Source: an optimization exercise on an open RTL-to-GDS flow (aim: small area). Production flows keep margins and buffers that such runs may drop. Function was checked by simulation only, so behaviour that the tests miss may differ from the original. Power figures rest on the tool's default switching activity, not on a simulated workload.

==> inputs of exp/ember <==
==> flow/design.v <==
`timescale 1ns/1ps
module motion_regs
(
    input  logic                                           osc_clk,
    input  logic                                           arst_n,
    input  logic                                           reg_wr,
    input  logic [5-1:0]                      reg_addr,
    input  logic [32-1:0]                      reg_data,
    input  logic [5-1:0]                      rd_addr,
    input  logic [32-1:0]                      tick_count,
    input  logic                                           running,
    output logic [32-1:0]                      rd_data,
    output logic                                           go,
    output logic                                           abort,
    output logic [32-1:0]                      dt_limit,
    output logic [32-1:0]                      steps_limit,
    output logic [32-1:0]                      pre_n,
    output logic [32-1:0]                      pulse_n,
    output logic [32-1:0]                      post_n,
    output logic [5-1:0]                  step_bit,
    output logic [4-1:0]                    enable,
    output logic [4-1:0][32-1:0] vel,
    output logic [4-1:0][32-1:0] acc
);
    logic [32-1:0] ctrl;
    assign enable   = ctrl[0 +: 4];
    assign step_bit = ctrl[4 +: 5];
    always_ff @(posedge osc_clk or negedge arst_n) begin
        if (!arst_n) begin
            go          <= 1'b0;
            abort       <= 1'b0;
            ctrl        <= '0;
            dt_limit    <= '0;
            steps_limit <= '0;
            pre_n       <= '0;
            pulse_n     <= '0;
            post_n      <= '0;
            for (int k = 0; k < 4; k++) begin
                vel[k] <= '0;
                acc[k] <= '0;
            end
        end else begin
            go    <= reg_wr && (reg_addr == 5'd6);  
            abort <= reg_wr && (reg_addr == 5'd7);
            if (reg_wr) begin
                case (reg_addr)
                    5'd0:  ctrl        <= reg_data;
                    5'd1:    dt_limit    <= reg_data;
                    5'd2: steps_limit <= reg_data;
                    5'd3:   pre_n       <= reg_data;
                    5'd4: pulse_n     <= reg_data;
                    5'd5:  post_n      <= reg_data;
                    default: ;
                endcase
                for (int k = 0; k < 4; k++) begin
                    if (reg_addr == 5'(5'd8 + 2 * k)) begin
                        vel[k] <= reg_data;
                    end
                    if (reg_addr == 5'(5'd9 + 2 * k)) begin
                        acc[k] <= reg_data;
                    end
                end
            end
        end
    end
    always_comb begin
        rd_data = '0;  
        case (rd_addr)
            5'd0:   rd_data = ctrl;
            5'd1:     rd_data = dt_limit;
            5'd2:  rd_data = steps_limit;
            5'd3:    rd_data = pre_n;
            5'd4:  rd_data = pulse_n;
            5'd5:   rd_data = post_n;
            5'd16:  rd_data = tick_count;
            5'd17: rd_data = 32'(running);
            default: ;
        endcase
        for (int k = 0; k < 4; k++) begin
            if (rd_addr == 5'(5'd8 + 2 * k)) begin
                rd_data = vel[k];
            end
            if (rd_addr == 5'(5'd9 + 2 * k)) begin
                rd_data = acc[k];
            end
        end
    end
endmodule
`timescale 1ns/1ps
module acc_step_gen
(
    input  logic                      osc_clk,
    input  logic                      arst_n,
    input  logic                      go,
    input  logic                      abort,
    input  logic [32-1:0] dt_limit,
    input  logic [32-1:0] steps_limit,
    output logic                      tick,
    output logic                      running,
    output logic                      done,
    output logic [32-1:0] tick_count
);
    logic [32-1:0] dt_cnt;
    logic [32-1:0] dt_cnt_inc;
    logic [32-1:0] tick_inc;
    logic                      dt_hit;
    logic                      ev;
    logic                      last;
    assign dt_cnt_inc = dt_cnt + 1'b1;
    assign tick_inc   = tick_count + 1'b1;
    assign dt_hit     = dt_cnt_inc >= dt_limit;
    assign ev         = running && !go && !abort && dt_hit;
    assign last       = tick_inc >= steps_limit;
    always_ff @(posedge osc_clk) begin
        dt_cnt <= (go || dt_hit) ? '0 : dt_cnt_inc;
    end
    always_ff @(posedge osc_clk or negedge arst_n) begin
        if (!arst_n) begin
            tick_count <= '0;
            tick       <= 1'b0;
            running    <= 1'b0;
            done       <= 1'b0;
        end else begin
            tick    <= ev;
            done    <= ev && last;
            running <= go || (running && !abort && !(ev && last));
            if (go) begin
                tick_count <= '0;
            end else if (ev) begin
                tick_count <= tick_inc;
            end
        end
    end
endmodule
`timescale 1ns/1ps
module acc_profile_gen
(
    input  logic                          osc_clk,
    input  logic                          arst_n,
    input  logic                          go,
    input  logic                          tick,
    input  logic [32-1:0]     vel,
    input  logic [32-1:0]     acc,
    input  logic [5-1:0] step_bit,
    output logic                          step_req,
    output logic                          req_dir
);
    logic [32-1:0] phase;
    logic [32-1:0] velocity;
    logic [32-1:0] accel;
    logic [32-1:0] phase_next;
    logic [32-1:0] toggled;
    logic                      vel_neg;
    assign phase_next = phase + (velocity & {32{tick}});
    assign toggled    = phase_next ^ phase;
    always_ff @(posedge osc_clk) begin
        phase    <= go ? '0 : phase_next;
        velocity <= go ? vel : velocity + (accel & {32{tick}});
        if (go) accel <= acc;
        vel_neg  <= velocity[32-1];
    end
    assign req_dir = ~vel_neg;
    always_ff @(posedge osc_clk or negedge arst_n) begin
        if (!arst_n) begin
            step_req <= 1'b0;
        end else begin
            step_req <= !go && toggled[step_bit];
        end
    end
endmodule
`timescale 1ns/1ps
module motor_step_gen
(
    input  logic                      osc_clk,
    input  logic                      arst_n,
    input  logic                      step_req,
    input  logic                      req_dir,
    input  logic                      pre_zero,
    input  logic                      post_zero,
    input  logic [32-1:0] pre_n,
    input  logic [32-1:0] pulse_n,
    input  logic [32-1:0] post_n,
    output logic                      step,
    output logic                      dir
);
    localparam logic [1:0] IDLE  = 2'd0;
    localparam logic [1:0] PRE   = 2'd1;
    localparam logic [1:0] PULSE = 2'd2;
    localparam logic [1:0] POST  = 2'd3;
    logic [1:0]                state;
    logic [32-1:0] cnt;  
    logic [32-1:0] lim;
    logic                      hit;
    always_comb begin
        case (state)
            PRE:     lim = pre_n;
            PULSE:   lim = pulse_n;
            default: lim = post_n;
        endcase
    end
    assign hit  = cnt >= lim;
    assign step = (state == PULSE);
    always_ff @(posedge osc_clk) begin
        cnt <= (state == IDLE || hit) ? 32'(1) : cnt + 1'b1;
    end
    always_ff @(posedge osc_clk or negedge arst_n) begin
        if (!arst_n) begin
            state <= IDLE;
            dir   <= 1'b0;
        end else begin
            case (state)
                IDLE: begin
                    if (step_req) begin
                        dir   <= req_dir;
                        state <= pre_zero ? PULSE : PRE;
                    end
                end
                PRE:   if (hit) state <= PULSE;
                PULSE: if (hit) state <= post_zero ? IDLE : POST;
                default: if (hit) state <= IDLE;
            endcase
        end
    end
endmodule
`timescale 1ns/1ps
module motion_top
(
    input  logic                        osc_clk,
    input  logic                        arst_n,
    input  logic                        reg_wr,
    input  logic [5-1:0]   reg_addr,
    input  logic [32-1:0]   reg_data,
    input  logic [5-1:0]   rd_addr,
    output logic [32-1:0]   rd_data,
    output logic                        done,
    output logic [4-1:0] motor_step,
    output logic [4-1:0] motor_dir,
    output logic [4-1:0] motor_enable
);
    logic                                           go;
    logic                                           abort;
    logic                                           tick;
    logic                                           running;
    logic [32-1:0]                      dt_limit;
    logic [32-1:0]                      steps_limit;
    logic [32-1:0]                      pre_n;
    logic [32-1:0]                      pulse_n;
    logic [32-1:0]                      post_n;
    logic [32-1:0]                      tick_count;
    logic [5-1:0]                  step_bit;
    logic [4-1:0][32-1:0] vel;
    logic [4-1:0][32-1:0] acc;
    logic [4-1:0]                    step_req;
    logic [4-1:0]                    req_dir;
    logic                                           pre_zero;
    logic                                           post_zero;
    assign pre_zero  = (pre_n == '0);
    assign post_zero = (post_n == '0);
    motion_regs regs1 (
        .osc_clk     (osc_clk),
        .arst_n      (arst_n),
        .reg_wr      (reg_wr),
        .reg_addr    (reg_addr),
        .reg_data    (reg_data),
        .rd_addr     (rd_addr),
        .tick_count  (tick_count),
        .running     (running),
        .rd_data     (rd_data),
        .go          (go),
        .abort       (abort),
        .dt_limit    (dt_limit),
        .steps_limit (steps_limit),
        .pre_n       (pre_n),
        .pulse_n     (pulse_n),
        .post_n      (post_n),
        .step_bit    (step_bit),
        .enable      (motor_enable),
        .vel         (vel),
        .acc         (acc)
    );
    acc_step_gen acc_step1 (
        .osc_clk     (osc_clk),
        .arst_n      (arst_n),
        .go          (go),
        .abort       (abort),
        .dt_limit    (dt_limit),
        .steps_limit (steps_limit),
        .tick        (tick),
        .running     (running),
        .done        (done),
        .tick_count  (tick_count)
    );
    for (genvar k = 0; k < 4; k++) begin : g_axis
        acc_profile_gen acc_profile (
            .osc_clk  (osc_clk),
            .arst_n   (arst_n),
            .go       (go),
            .tick     (tick),
            .vel      (vel[k]),
            .acc      (acc[k]),
            .step_bit (step_bit),
            .step_req (step_req[k]),
            .req_dir  (req_dir[k])
        );
        motor_step_gen motor (
            .osc_clk  (osc_clk),
            .arst_n   (arst_n),
            .step_req (step_req[k]),
            .req_dir  (req_dir[k]),
            .pre_zero (pre_zero),
            .post_zero(post_zero),
            .pre_n    (pre_n),
            .pulse_n  (pulse_n),
            .post_n   (post_n),
            .step     (motor_step[k]),
            .dir      (motor_dir[k])
        );
    end
endmodule
==> flow/run.sh <==
#!/bin/bash
# synth_recipe.tcl (not shown) runs the flow's synth.tcl, then flattens the netlist and writes it again
# the make line also repeats each setting of config.mk as NAME=value (left out here)
make -C /OpenROAD-flow-scripts/flow DESIGN_CONFIG=/design/flow/config.mk WORK_HOME=/design/flow/orfs CLKGATE_MAP_FILE= SYNTH_SCRIPT=/design/flow/synth_recipe.tcl finish
==> flow/config.mk <==
export PLATFORM = sky130hd
export DESIGN_NAME = motion_top
export DESIGN_NICKNAME = motion_top
export VERILOG_FILES = /design/flow/design.v
export SDC_FILE = /design/flow/constraint.sdc
export NUM_CORES = 4
export LEC_CHECK = 0
export CAP_MARGIN = 20
export CORE_MARGIN = 2
export CORE_UTILIZATION = 40
export PLACE_DENSITY = 0.6
export SLEW_MARGIN = 20
==> flow/constraint.sdc <==
create_clock -name core_clock -period 10.0 [get_ports {osc_clk}]
set_input_delay 2.0000 -clock core_clock [delete_from_list [all_inputs] [get_ports {osc_clk}]]
set_output_delay 2.0000 -clock core_clock [all_outputs]
set_load 0.01 [all_outputs]
==> inputs of exp/delta, as changes to exp/ember <==
--- a/flow/design.v
+++ b/flow/design.v
@@ -102,19 +102,7 @@
 );
     logic [32-1:0] dt_cnt;
-    logic [32-1:0] dt_cnt_inc;
-    logic [32-1:0] tick_inc;
-    logic                      dt_hit;
-    logic                      ev;
-    logic                      last;
-    assign dt_cnt_inc = dt_cnt + 1'b1;
-    assign tick_inc   = tick_count + 1'b1;
-    assign dt_hit     = dt_cnt_inc >= dt_limit;
-    assign ev         = running && !go && !abort && dt_hit;
-    assign last       = tick_inc >= steps_limit;
-    always_ff @(posedge osc_clk) begin
-        dt_cnt <= (go || dt_hit) ? '0 : dt_cnt_inc;
-    end
     always_ff @(posedge osc_clk or negedge arst_n) begin
         if (!arst_n) begin
+            dt_cnt     <= '0;
             tick_count <= '0;
             tick       <= 1'b0;
@@ -122,11 +110,24 @@
             done       <= 1'b0;
         end else begin
-            tick    <= ev;
-            done    <= ev && last;
-            running <= go || (running && !abort && !(ev && last));
+            tick <= 1'b0;
+            done <= 1'b0;
             if (go) begin
+                dt_cnt     <= '0;  
                 tick_count <= '0;
-            end else if (ev) begin
-                tick_count <= tick_inc;
+                running    <= 1'b1;
+            end else if (abort) begin
+                running <= 1'b0;  
+            end else if (running) begin
+                if (dt_cnt + 1 >= dt_limit) begin
+                    dt_cnt     <= '0;
+                    tick       <= 1'b1;
+                    tick_count <= tick_count + 1;
+                    if (tick_count + 1 >= steps_limit) begin
+                        done    <= 1'b1;  
+                        running <= 1'b0;
+                    end
+                end else begin
+                    dt_cnt <= dt_cnt + 1;
+                end
             end
         end
@@ -150,20 +151,24 @@
     logic [32-1:0] accel;
     logic [32-1:0] phase_next;
-    logic [32-1:0] toggled;
-    logic                      vel_neg;
-    assign phase_next = phase + (velocity & {32{tick}});
-    assign toggled    = phase_next ^ phase;
-    always_ff @(posedge osc_clk) begin
-        phase    <= go ? '0 : phase_next;
-        velocity <= go ? vel : velocity + (accel & {32{tick}});
-        if (go) accel <= acc;
-        vel_neg  <= velocity[32-1];
-    end
-    assign req_dir = ~vel_neg;
+    assign phase_next = phase + velocity;
     always_ff @(posedge osc_clk or negedge arst_n) begin
         if (!arst_n) begin
+            phase    <= '0;
+            velocity <= '0;
+            accel    <= '0;
             step_req <= 1'b0;
+            req_dir  <= 1'b0;
         end else begin
-            step_req <= !go && toggled[step_bit];
+            step_req <= 1'b0;
+            if (go) begin
+                phase    <= '0;
+                velocity <= vel;  
+                accel    <= acc;
+            end else if (tick) begin
+                phase    <= phase_next;
+                velocity <= velocity + accel;
+                step_req <= phase_next[step_bit] != phase[step_bit];
+                req_dir  <= ~velocity[32-1];
+            end
         end
     end
@@ -176,6 +181,4 @@
     input  logic                      step_req,
     input  logic                      req_dir,
-    input  logic                      pre_zero,
-    input  logic                      post_zero,
     input  logic [32-1:0] pre_n,
     input  logic [32-1:0] pulse_n,
@@ -190,21 +193,9 @@
     logic [1:0]                state;
     logic [32-1:0] cnt;  
-    logic [32-1:0] lim;
-    logic                      hit;
-    always_comb begin
-        case (state)
-            PRE:     lim = pre_n;
-            PULSE:   lim = pulse_n;
-            default: lim = post_n;
-        endcase
-    end
-    assign hit  = cnt >= lim;
-    assign step = (state == PULSE);
-    always_ff @(posedge osc_clk) begin
-        cnt <= (state == IDLE || hit) ? 32'(1) : cnt + 1'b1;
-    end
     always_ff @(posedge osc_clk or negedge arst_n) begin
         if (!arst_n) begin
             state <= IDLE;
+            cnt   <= '0;
+            step  <= 1'b0;
             dir   <= 1'b0;
         end else begin
@@ -212,11 +203,40 @@
                 IDLE: begin
                     if (step_req) begin
-                        dir   <= req_dir;
-                        state <= pre_zero ? PULSE : PRE;
+                        dir <= req_dir;
+                        cnt <= 32'(1);
+                        if (pre_n == '0) begin
+                            state <= PULSE;  
+                            step  <= 1'b1;
+                        end else begin
+                            state <= PRE;
+                        end
+                    end
+                end
+                PRE: begin
+                    if (cnt >= pre_n) begin
+                        state <= PULSE;
+                        step  <= 1'b1;
+                        cnt   <= 32'(1);
+                    end else begin
+                        cnt <= cnt + 1;
+                    end
+                end
+                PULSE: begin
+                    if (cnt >= pulse_n) begin
+                        step  <= 1'b0;
+                        cnt   <= 32'(1);
+                        state <= (post_n == '0) ? IDLE : POST;
+                    end else begin
+                        cnt <= cnt + 1;
+                    end
+                end
+                POST: begin
+                    if (cnt >= post_n) begin
+                        state <= IDLE;
+                    end else begin
+                        cnt <= cnt + 1;
                     end
                 end
-                PRE:   if (hit) state <= PULSE;
-                PULSE: if (hit) state <= post_zero ? IDLE : POST;
-                default: if (hit) state <= IDLE;
+                default: state <= IDLE;
             endcase
         end
@@ -253,8 +273,4 @@
     logic [4-1:0]                    step_req;
     logic [4-1:0]                    req_dir;
-    logic                                           pre_zero;
-    logic                                           post_zero;
-    assign pre_zero  = (pre_n == '0);
-    assign post_zero = (post_n == '0);
     motion_regs regs1 (
         .osc_clk     (osc_clk),
@@ -308,6 +324,4 @@
             .step_req (step_req[k]),
             .req_dir  (req_dir[k]),
-            .pre_zero (pre_zero),
-            .post_zero(post_zero),
             .pre_n    (pre_n),
             .pulse_n  (pulse_n),
==> qor summary <==
Outcome: exp/ember timing/DRC/antenna clean; exp/delta timing/DRC/antenna clean
Average wire length per cell after detail routing: exp/ember 27.23 um; exp/delta 29.08 um
Initial antenna violation count: exp/ember 19; exp/delta 24
Total global routing track utilization: exp/ember 29.37%; exp/delta 30.44%
Ant diodes: exp/ember 10; exp/delta 18
Share of total power in the clock network: exp/ember 30.0%; exp/delta 32.4%
XOR/XNOR Fraction of Synth Area: exp/ember 6.826%; exp/delta 3.467%
Post-route setup slack: exp/ember 2.187 ns; exp/delta 1.715 ns
Number of sequential storage elements: exp/ember 1045; exp/delta 1053
Die X: exp/ember 405.6 um; exp/delta 431.0 um
Gpl congestion: exp/ember 0.9884; exp/delta 1.017
Final clock period utilization by the worst path: exp/ember 78.13%; exp/delta 82.85%
Count of flip-flops with a built-in enable after synthesis: exp/ember 128; exp/delta 0

-- port drivers added, routing unchanged --
In the flow no input, the clock included, has a driving cell. The finished layouts below were timed again as built, in two steps.
Step 1: set_driving_cell puts a clkbuf_16 on osc_clk and a buf_2 on each other input, an assumption about the parent block.
Step 2 also shifts input and output timing later by t, the mid clock arrival at the registers, as if the neighbouring blocks saw the same clock.
Slacks: ideal / step 1 / step 2; pairs: ideal / step 1.
| run | t (ns) | slack for setup (ns) | hold WS [ns] | cell pins on the clock port's net |
|---|---|---|---|---|
| exp/ember | 0.839 | 2.187 / 2.100 / 2.100 | 0.422 / 0.422 / 0.422 | 1 |
| exp/delta | 0.869 | 1.715 / 1.664 / 1.664 | 0.483 / 0.483 / 0.483 | 1 |
After both steps setup and hold are still met in every run listed. For exp/ember, which loses most, drivers alone change the setup slack by -0.087 ns; drivers and shift together by -0.087 ns.
